This is an optimization exercise on Yosys and OpenROAD, whose aim is small area, a short achievable clock period and few clock cycles per item, not a production implementation.
Only simulation tests tie the RTL to the original design; equivalence was not proved.
Power figures rest on the tool's default switching activity, not on a simulated workload.

==> design.v <==
`timescale 1ns / 1ps
package gita_pkg;
    localparam logic OP_DET = 1'b0;
    localparam logic OP_EOF = 1'b1;
    localparam logic CFG_IOU_THRESHOLD = 1'b0;
    localparam logic CFG_MAX_MISSED    = 1'b1;
    localparam int   IDENT_BITS  = 16;
    localparam int   MISS_BITS   = 9;
    localparam logic [7:0] IOU_THRESHOLD_RST = 8'd77;
    localparam logic [7:0] MAX_MISSED_RST    = 8'd8;
endpackage
`timescale 1ns / 1ps
module greedy_iou_track_association #(
    parameter int MAX_TRACKS = 16,
    parameter int COORD_BITS = 12
) (
    input  logic                  aclk,
    input  logic                  aresetn,
    input  logic                  cfg_we,
    input  logic                  cfg_idx,
    input  logic [7:0]            cfg_wdata,
    input  logic                  s_valid,
    output logic                  s_ready,
    input  logic                  s_op,
    input  logic [COORD_BITS-1:0] s_box_x,
    input  logic [COORD_BITS-1:0] s_box_y,
    input  logic [COORD_BITS-1:0] s_box_w,
    input  logic [COORD_BITS-1:0] s_box_h,
    output logic                  m_valid,
    input  logic                  m_ready,
    output logic [15:0]           m_trk_ident,
    output logic                  m_new_track,
    output logic                  m_table_full
);
    localparam int SW = (MAX_TRACKS > 1) ? $clog2(MAX_TRACKS) : 1;
    localparam int CW = COORD_BITS + 1;        
    localparam int AW = 2 * COORD_BITS;        
    localparam int UW = AW + 1;                
    localparam int MW = 2 * UW + 9;            
    localparam int BW = 4 * COORD_BITS;
    localparam logic [SW:0] LAST = (SW+1)'(MAX_TRACKS - 1);
    localparam logic [3:0] ST_IDLE  = 4'd0;
    localparam logic [3:0] ST_AREA  = 4'd1;
    localparam logic [3:0] ST_RD    = 4'd2;
    localparam logic [3:0] ST_INTER = 4'd3;
    localparam logic [3:0] ST_TAREA = 4'd4;
    localparam logic [3:0] ST_THR_L = 4'd5;
    localparam logic [3:0] ST_THR_R = 4'd6;
    localparam logic [3:0] ST_BST_L = 4'd7;
    localparam logic [3:0] ST_BST_R = 4'd8;
    localparam logic [3:0] ST_NEXT  = 4'd9;
    localparam logic [3:0] ST_DONE  = 4'd10;
    localparam logic [3:0] ST_AGE   = 4'd11;
    localparam logic [3:0] ST_OUT   = 4'd12;
    logic [3:0] state_reg, state_next;
    logic [SW:0] slot_reg;
    logic [MAX_TRACKS-1:0] valid_reg, used_reg;
    logic [BW-1:0] box_mem [MAX_TRACKS];
    logic [gita_pkg::MISS_BITS-1:0] miss_mem [MAX_TRACKS];
    logic [gita_pkg::IDENT_BITS-1:0] ident_mem [MAX_TRACKS];
    logic [gita_pkg::IDENT_BITS-1:0] next_ident_reg;
    logic [7:0] thr_reg, maxm_reg;
    logic [COORD_BITS-1:0] dx_reg, dy_reg, dw_reg, dh_reg;
    logic [BW-1:0] tbox_reg;
    logic [AW-1:0] area_reg, inter_reg, tarea_reg;
    logic [UW-1:0] uni_reg;
    logic [MW-1:0] lhs_reg, prod;
    logic [AW-1:0] best_inter_reg;
    logic [UW-1:0] best_union_reg;
    logic best_found_reg;
    logic [SW-1:0] best_slot_reg;
    logic [UW-1:0] mul_a;
    logic [UW+8-1:0] mul_b;
    logic [COORD_BITS-1:0] tx, ty, tw, th, ox, oy;
    logic [CW-1:0] sx, sy, ex, ey, e1x, e2x, e1y, e2y;
    logic [SW-1:0] si;
    logic slot_live, have_free;
    logic [SW-1:0] free_slot;
    assign si = slot_reg[SW-1:0];
    assign tx = tbox_reg[COORD_BITS-1:0];
    assign ty = tbox_reg[2*COORD_BITS-1:COORD_BITS];
    assign tw = tbox_reg[3*COORD_BITS-1:2*COORD_BITS];
    assign th = tbox_reg[4*COORD_BITS-1:3*COORD_BITS];
    assign slot_live = valid_reg[si] && !used_reg[si];
    always_comb begin
        sx  = (dx_reg > tx) ? CW'(dx_reg) : CW'(tx);
        sy  = (dy_reg > ty) ? CW'(dy_reg) : CW'(ty);
        e1x = CW'(dx_reg) + CW'(dw_reg);
        e2x = CW'(tx) + CW'(tw);
        e1y = CW'(dy_reg) + CW'(dh_reg);
        e2y = CW'(ty) + CW'(th);
        ex  = (e1x < e2x) ? e1x : e2x;
        ey  = (e1y < e2y) ? e1y : e2y;
        ox  = (ex > sx) ? COORD_BITS'(ex - sx) : '0;
        oy  = (ey > sy) ? COORD_BITS'(ey - sy) : '0;
    end
    always_comb begin
        have_free = 1'b0;
        free_slot = '0;
        for (int i = MAX_TRACKS - 1; i >= 0; i--) begin
            if (!valid_reg[i]) begin
                have_free = 1'b1;
                free_slot = SW'(i);
            end
        end
    end
    always_comb begin
        mul_a = '0;
        mul_b = '0;
        unique case (state_reg)
            ST_AREA:  begin mul_a = UW'(dw_reg); mul_b = (UW+8)'(dh_reg); end
            ST_INTER: begin mul_a = UW'(ox);     mul_b = (UW+8)'(oy);     end
            ST_TAREA: begin mul_a = UW'(tw);     mul_b = (UW+8)'(th);     end
            ST_THR_L: begin mul_a = UW'(inter_reg); mul_b = (UW+8)'(9'd256); end
            ST_THR_R: begin mul_a = uni_reg;     mul_b = (UW+8)'(thr_reg); end
            ST_BST_L: begin mul_a = UW'(inter_reg); mul_b = (UW+8)'(best_union_reg); end
            ST_BST_R: begin mul_a = uni_reg;     mul_b = (UW+8)'(best_inter_reg); end
            default:  begin mul_a = '0;          mul_b = '0;              end
        endcase
        prod = MW'(mul_a) * MW'(mul_b);
    end
    always_comb begin
        state_next = state_reg;
        unique case (state_reg)
            ST_IDLE:  if (s_valid) state_next = (s_op == gita_pkg::OP_EOF) ? ST_AGE : ST_AREA;
            ST_AREA:  state_next = ST_RD;
            ST_RD:    state_next = slot_live ? ST_INTER : ST_NEXT;
            ST_INTER: state_next = ST_TAREA;
            ST_TAREA: state_next = (inter_reg == '0) ? ST_NEXT : ST_THR_L;
            ST_THR_L: state_next = ST_THR_R;
            ST_THR_R: state_next = (lhs_reg > prod) ? ST_BST_L : ST_NEXT;
            ST_BST_L: state_next = ST_BST_R;
            ST_BST_R: state_next = ST_NEXT;
            ST_NEXT:  state_next = (slot_reg == LAST) ? ST_DONE : ST_RD;
            ST_DONE:  state_next = ST_OUT;
            ST_AGE:   if (slot_reg == LAST) state_next = ST_IDLE;
            ST_OUT:   if (m_ready) state_next = ST_IDLE;
            default:  state_next = ST_IDLE;
        endcase
    end
    assign s_ready = (state_reg == ST_IDLE);
    assign m_valid = (state_reg == ST_OUT);
    always_ff @(posedge aclk) begin
        if (!aresetn) begin
            state_reg      <= ST_IDLE;
            valid_reg      <= '0;
            used_reg       <= '0;
            next_ident_reg <= '0;
            thr_reg        <= gita_pkg::IOU_THRESHOLD_RST;
            maxm_reg       <= gita_pkg::MAX_MISSED_RST;
            slot_reg       <= '0;
        end else begin
            state_reg <= state_next;
            if (cfg_we) begin
                unique case (cfg_idx)
                    gita_pkg::CFG_IOU_THRESHOLD: thr_reg  <= cfg_wdata;
                    gita_pkg::CFG_MAX_MISSED:    maxm_reg <= cfg_wdata;
                    default: ;
                endcase
            end
            unique case (state_reg)
                ST_IDLE: slot_reg <= '0;
                ST_NEXT: slot_reg <= slot_reg + 1'b1;
                ST_AGE: begin
                    if (valid_reg[si] && !used_reg[si]) begin
                        if ((miss_mem[si] + 1'b1) > {1'b0, maxm_reg})
                            valid_reg[si] <= 1'b0;
                    end
                    used_reg[si] <= 1'b0;
                    slot_reg <= slot_reg + 1'b1;
                end
                ST_DONE: begin
                    if (best_found_reg) begin
                        used_reg[best_slot_reg] <= 1'b1;
                    end else if (have_free) begin
                        valid_reg[free_slot] <= 1'b1;
                        used_reg[free_slot]  <= 1'b1;
                        next_ident_reg       <= next_ident_reg + 1'b1;
                    end
                end
                default: ;
            endcase
        end
    end
    always_ff @(posedge aclk) begin
        unique case (state_reg)
            ST_IDLE: begin
                dx_reg <= s_box_x; dy_reg <= s_box_y;
                dw_reg <= s_box_w; dh_reg <= s_box_h;
                best_found_reg <= 1'b0;
                best_inter_reg <= '0;
                best_union_reg <= UW'(1);
                best_slot_reg  <= '0;
            end
            ST_AREA:  area_reg  <= AW'(prod);
            ST_RD:    tbox_reg  <= box_mem[si];
            ST_INTER: inter_reg <= AW'(prod);
            ST_TAREA: uni_reg   <= UW'(area_reg) + UW'(prod) - UW'(inter_reg);
            ST_THR_L: lhs_reg   <= prod;
            ST_BST_L: lhs_reg   <= prod;
            ST_BST_R: begin
                if (lhs_reg > prod) begin
                    best_found_reg <= 1'b1;
                    best_inter_reg <= inter_reg;
                    best_union_reg <= uni_reg;
                    best_slot_reg  <= si;
                end
            end
            ST_AGE: begin
                if (valid_reg[si] && !used_reg[si])
                    miss_mem[si] <= miss_mem[si] + 1'b1;
            end
            ST_DONE: begin
                m_new_track  <= 1'b0;
                m_table_full <= 1'b0;
                if (best_found_reg) begin
                    box_mem[best_slot_reg]  <= {dh_reg, dw_reg, dy_reg, dx_reg};
                    miss_mem[best_slot_reg] <= '0;
                    m_trk_ident <= ident_mem[best_slot_reg];
                end else if (have_free) begin
                    box_mem[free_slot]   <= {dh_reg, dw_reg, dy_reg, dx_reg};
                    miss_mem[free_slot]  <= '0;
                    ident_mem[free_slot] <= next_ident_reg;
                    m_trk_ident <= next_ident_reg;
                    m_new_track <= 1'b1;
                end else begin
                    m_trk_ident  <= '0;
                    m_table_full <= 1'b1;
                end
            end
            default: ;
        endcase
    end
endmodule
==> run.sh <==
#!/bin/bash
# synth_recipe.tcl (not shown) runs the flow's synth.tcl, then flattens the netlist and writes it again
# the make line also repeats each setting of config.mk as NAME=value (left out here)
make -C /OpenROAD-flow-scripts/flow DESIGN_CONFIG=/design/flow/config.mk WORK_HOME=/design/flow/orfs CLKGATE_MAP_FILE= SYNTH_SCRIPT=/design/flow/synth_recipe.tcl finish
==> config.mk <==
export PLATFORM = sky130hd
export DESIGN_NAME = greedy_iou_track_association
export DESIGN_NICKNAME = greedy_iou_track_association
export VERILOG_FILES = /design/flow/design.v
export SDC_FILE = /design/flow/constraint.sdc
export NUM_CORES = 4
export LEC_CHECK = 0
export CAP_MARGIN = 20
export CORE_MARGIN = 2
export CORE_UTILIZATION = 40
export SLEW_MARGIN = 20
==> constraint.sdc <==
create_clock -name core_clock -period 16.0 [get_ports {aclk}]
set_input_delay 3.2000 -clock core_clock [delete_from_list [all_inputs] [get_ports {aclk}]]
set_output_delay 3.2000 -clock core_clock [all_outputs]
set_load 0.01 [all_outputs]
==> notes.md <==
-- Yosys cell counts, types with 8 or more instances --
master     count  area (sq um)
nand2b_1      38           238
and3_1        13          81.3
xnor2_1       99           867
o32ai_1        9          78.8
buf_2         29           145
mux2i_1       32           320
nor2b_1       36           225
nor2_1       366          1370
nor4_1        39           244
nor3b_1       10          75.1
o31ai_1       11          82.6
o21ai_0      127           636
and2_1       108           676
nand4_1       42           263
a211oi_1      21           158
a31oi_1       23           144
o21a_1        38           285
a221oi_1      14           123
or2_2         14          87.6
inv_1        808          3030
nand2_1      610          2290
nand3_1       57           285
dfxtp_1       81          1620
edfxtp_1    1462         43900
xor2_1        62           543
o21bai_1      20           150
o211a_1        9          90.1
buf_1         46           173
clkbuf_1     188           706
a22oi_1       43           323
o311ai_1       8          70.1
mux4_2       366          8240
a21boi_0      10          75.1
a22o_1        51           447
o21ai_1       11          55.1
a21o_1        51           383
a21oi_1      163           816
o2111ai_1      9          78.8
fa_1         558         11200
o211ai_1      31           233
nor3_1        41           205
a222oi_1       9          90.1
ha_1         417          5220
-- stage by stage --
stage,cells,power [uW],instance area [sq um]
6_report,9493,20700,98400
5_1_grt,9492,21900,98400
4_1_cts,9476,20400,98000
3_5_place_dp,9180,16600,92700
3_3_place_gp,9174,16500,92500
2_1_floorplan,6282,12700,87200
-- repair_timing --
item / 4_1_cts / 5_1_grt
hold buffers: 0 / 0
buffers inserted: 1 / 7
gates cloned: 0 / 1
setup endpoints to repair: 54 / 61
gates resized for setup: 2 / 57
endpoints found under the hold margin: 0 / 0
pin swaps: 1 / 9
-- metal layers --
layer	GRT usage [%]	wire length [microns]
met4	6.09	6020
met2	36.0	118000
met5	0	31
met1	31.9	107000
met3	3.26	16900
-- critical path, delay by kind of cell (launching register included) --
family | cells | cell delay (ns)
AO/OA/AOI/OAI | 25 | 4.99
XOR/XNOR | 2 | 0.39
adder cells (fa/ha/maj) | 12 | 4.99
buffers and inverters | 12 | 1.80
flip-flops | 1 | 0.46
multiplexers | 1 | 0.26
AND/OR/NAND/NOR | 13 | 2.08
-- kinds of logic after synthesis --
group | synth area share (%)
fa+ha+maj | 18.8
xor+xnor | 1.64
compound gates | 5.64
simple gates | 7.14
buf+inv | 4.71
other cells | 0.00430
mux | 9.88
flops | 52.2
-- power by group through the flow --
| stage | clock (uW) | sequential, uW | combinational (uW) |
|---|---|---|---|
| final | 3740 | 5750 | 11200 |
| after global routing | 3970 | 5790 | 12100 |
| after CTS | 3820 | 5760 | 10800 |
| after detailed placement | 0 | 5840 | 10700 |
| after global placement | 0 | 5830 | 10700 |
| after floorplan | 0 | 5740 | 6910 |
-- worst paths after layout --
kind,to
setup reg to reg,best_inter_reg[14]$_SDFFCE_PN0P_
setup / recovery,best_inter_reg[14]$_SDFFCE_PN0P_
hold reg to reg,thr_reg[5]$_SDFFE_PN0P_
hold / removal,thr_reg[5]$_SDFFE_PN0P_
-- area by class of cell --
cell class | instances | share of cell area (%)
multi-input cells | 3662 | 38.6
repair buffers | 326 | 3.03
inverters | 809 | 3.09
flip-flops and latches | 1543 | 46.3
diodes | 4 | 0.0102
clock buffers | 196 | 4.29
clock inverters | 99 | 1.07
well taps | 2854 | 3.63
==> results.json <==
{
  "h-tree-depth": 4,
  "hold_violations": 0,
  "cts_root_buffer": "clkbuf_16",
  "worstPathRequired_ns": 16.53,
  "cts-buffers-inserted": 158,
  "ys_types": 84,
  "p_comb_share_pct": 54.0,
  "core_area_sq_um": 217000,
  "ios": 83,
  "area_growth_pct": 12.9,
  "seqPwrFrac_pct": 27.9,
  "port_buffers": 82,
  "routed_wl_microns": 249000,
  "end_kind": "flop",
  "finish.utilization_pct": 45.4,
  "ys_seq_area_share_pct": 52.2,
  "grt_max_degree": 137,
  "yosysWarnings": 1,
  "report.final.slew_viol_count": 0,
  "gr-total-overflow": 0,
  "drtAntennaViolNets": 0,
  "worst_pin_slew_ns": 1.17,
  "first_iter_violations": 5664,
  "dieArea_sq_um": 222000,
  "setup_viol": 0,
  "max_freq_mhz": 65.4,
  "synth_area_sq_um": 87200,
  "skew_ns": 0.0701,
  "synth_edf_count": 1462,
  "reg_top3": "box_mem x768, ident_mem x256, miss_mem x144",
  "die_w_microns": 471,
  "rrSetupSlack_ns": 0.71,
  "leakage_uw": 0.0364,
  "whs_ns": 0.462,
  "grt_pass1_wl_microns": 367000,
  "syn_inst": 6281,
  "r2r_cells": 65,
  "vias": 53000,
  "crit_path_max_fanout": 27,
  "critPathKind": "flop to flop",
  "drc": 0,
  "whs_path_depth": 2,
  "slew_headroom_pct": 21.8,
  "fin_ws_ns": 0.705,
  "final_cell_mix": "edfxtp_1, inv_1, nand2_1",
  "holdCritPathClass": "flop to flop",
  "min_from": "thr_reg[5]$_SDFFE_PN0P_",
  "switchingPower_uw": 9030,
  "dpl_worst_slack_ns": -0.295,
  "top_register": "box_mem",
  "syn-mean-instance-area_sq_um": 13.9,
  "largest_reg_flops": 768,
  "yosys_register_bits": 1543,
  "grt_pass1_vias": 54300,
  "critPathLaunchType": "flop",
  "fillCellCount": 19200,
  "pwr-share-clk_pct": 18.1,
  "clk_latency_ns": 0.82,
  "cts_sinks": 1543,
  "dp_hpwl_microns": 172000,
  "dr.pass1.iters": 12,
  "path_common_cell": "fa_1",
  "fp.dieH_microns": 471,
  "max_stage_delay_ns": 0.55,
  "period_share_pct": 95.6,
  "wl_per_cell_microns": 26.2,
  "fin_crit_ns": 15.29,
  "crit_start": "dy_reg[1]$_DFFE_PP_",
  "multi_input_area_sq_um": 38000,
  "clk_pin_slew_ns": 0.06,
  "power.density_nw_per_um2": 210,
  "grt_usage_pct": 22.4,
  "cts_tree": "built",
  "async_flop_share_pct": 0,
  "initial_core_util_pct": 40.2,
  "nNetsFinal": 7538,
  "synth_ff_type": "edfxtp_1",
  "switching_share_pct": 43.7,
  "arrival_ns": 15.83,
  "worstReg2RegStart": "dy_reg[1]$_DFFE_PP_",
  "slowest_stage": "fa_1",
  "drive_above_1_share_pct": 14.5,
  "mostFrequentLayoutCell": "edfxtp_1",
  "power.internal_uw": 11600,
  "row_count": 171,
  "ir_drop_v": 0.000292,
  "status": "no timing/DRC/antenna violations",
  "setup_tns_ns": 0,
  "cts.path.max_buffers": 3,
  "via_per_inst": 5.58,
  "gp_congestion": 0.955,
  "maxCapViolations": 0,
  "seqCellArea_sq_um": 45500,
  "grt_antenna_before_repair": 11
}
Testbench counts, summed over its fixed seeds: cycles 269,680, items 4,500.

[re-timing with driven ports]
The flow's constraints put no driver on any port. The routed layout listed below was extracted and timed again, unchanged, in two steps.
Step 1: set_driving_cell puts a clkbuf_16 on aclk and a buf_2 on each other input, an assumption about the parent block.
Step 2, shift: input delay + t, output delay - t, t = (earliest + latest rising clock arrival at the registers) / 2. This alone moves slack from input paths to output paths.
Three values: ideal ports, drivers, drivers and shift; two values: the first two.
t (ns): 0.881
setup slack, ns: 0.705 / 0.705 / 0.705
worst register clock-pin slew, ns: 0.07 / 0.07
After both steps setup and hold are still met in this run. The setup slack of this run moves by 0.000 ns with the drivers and by 0.000 ns with both steps.
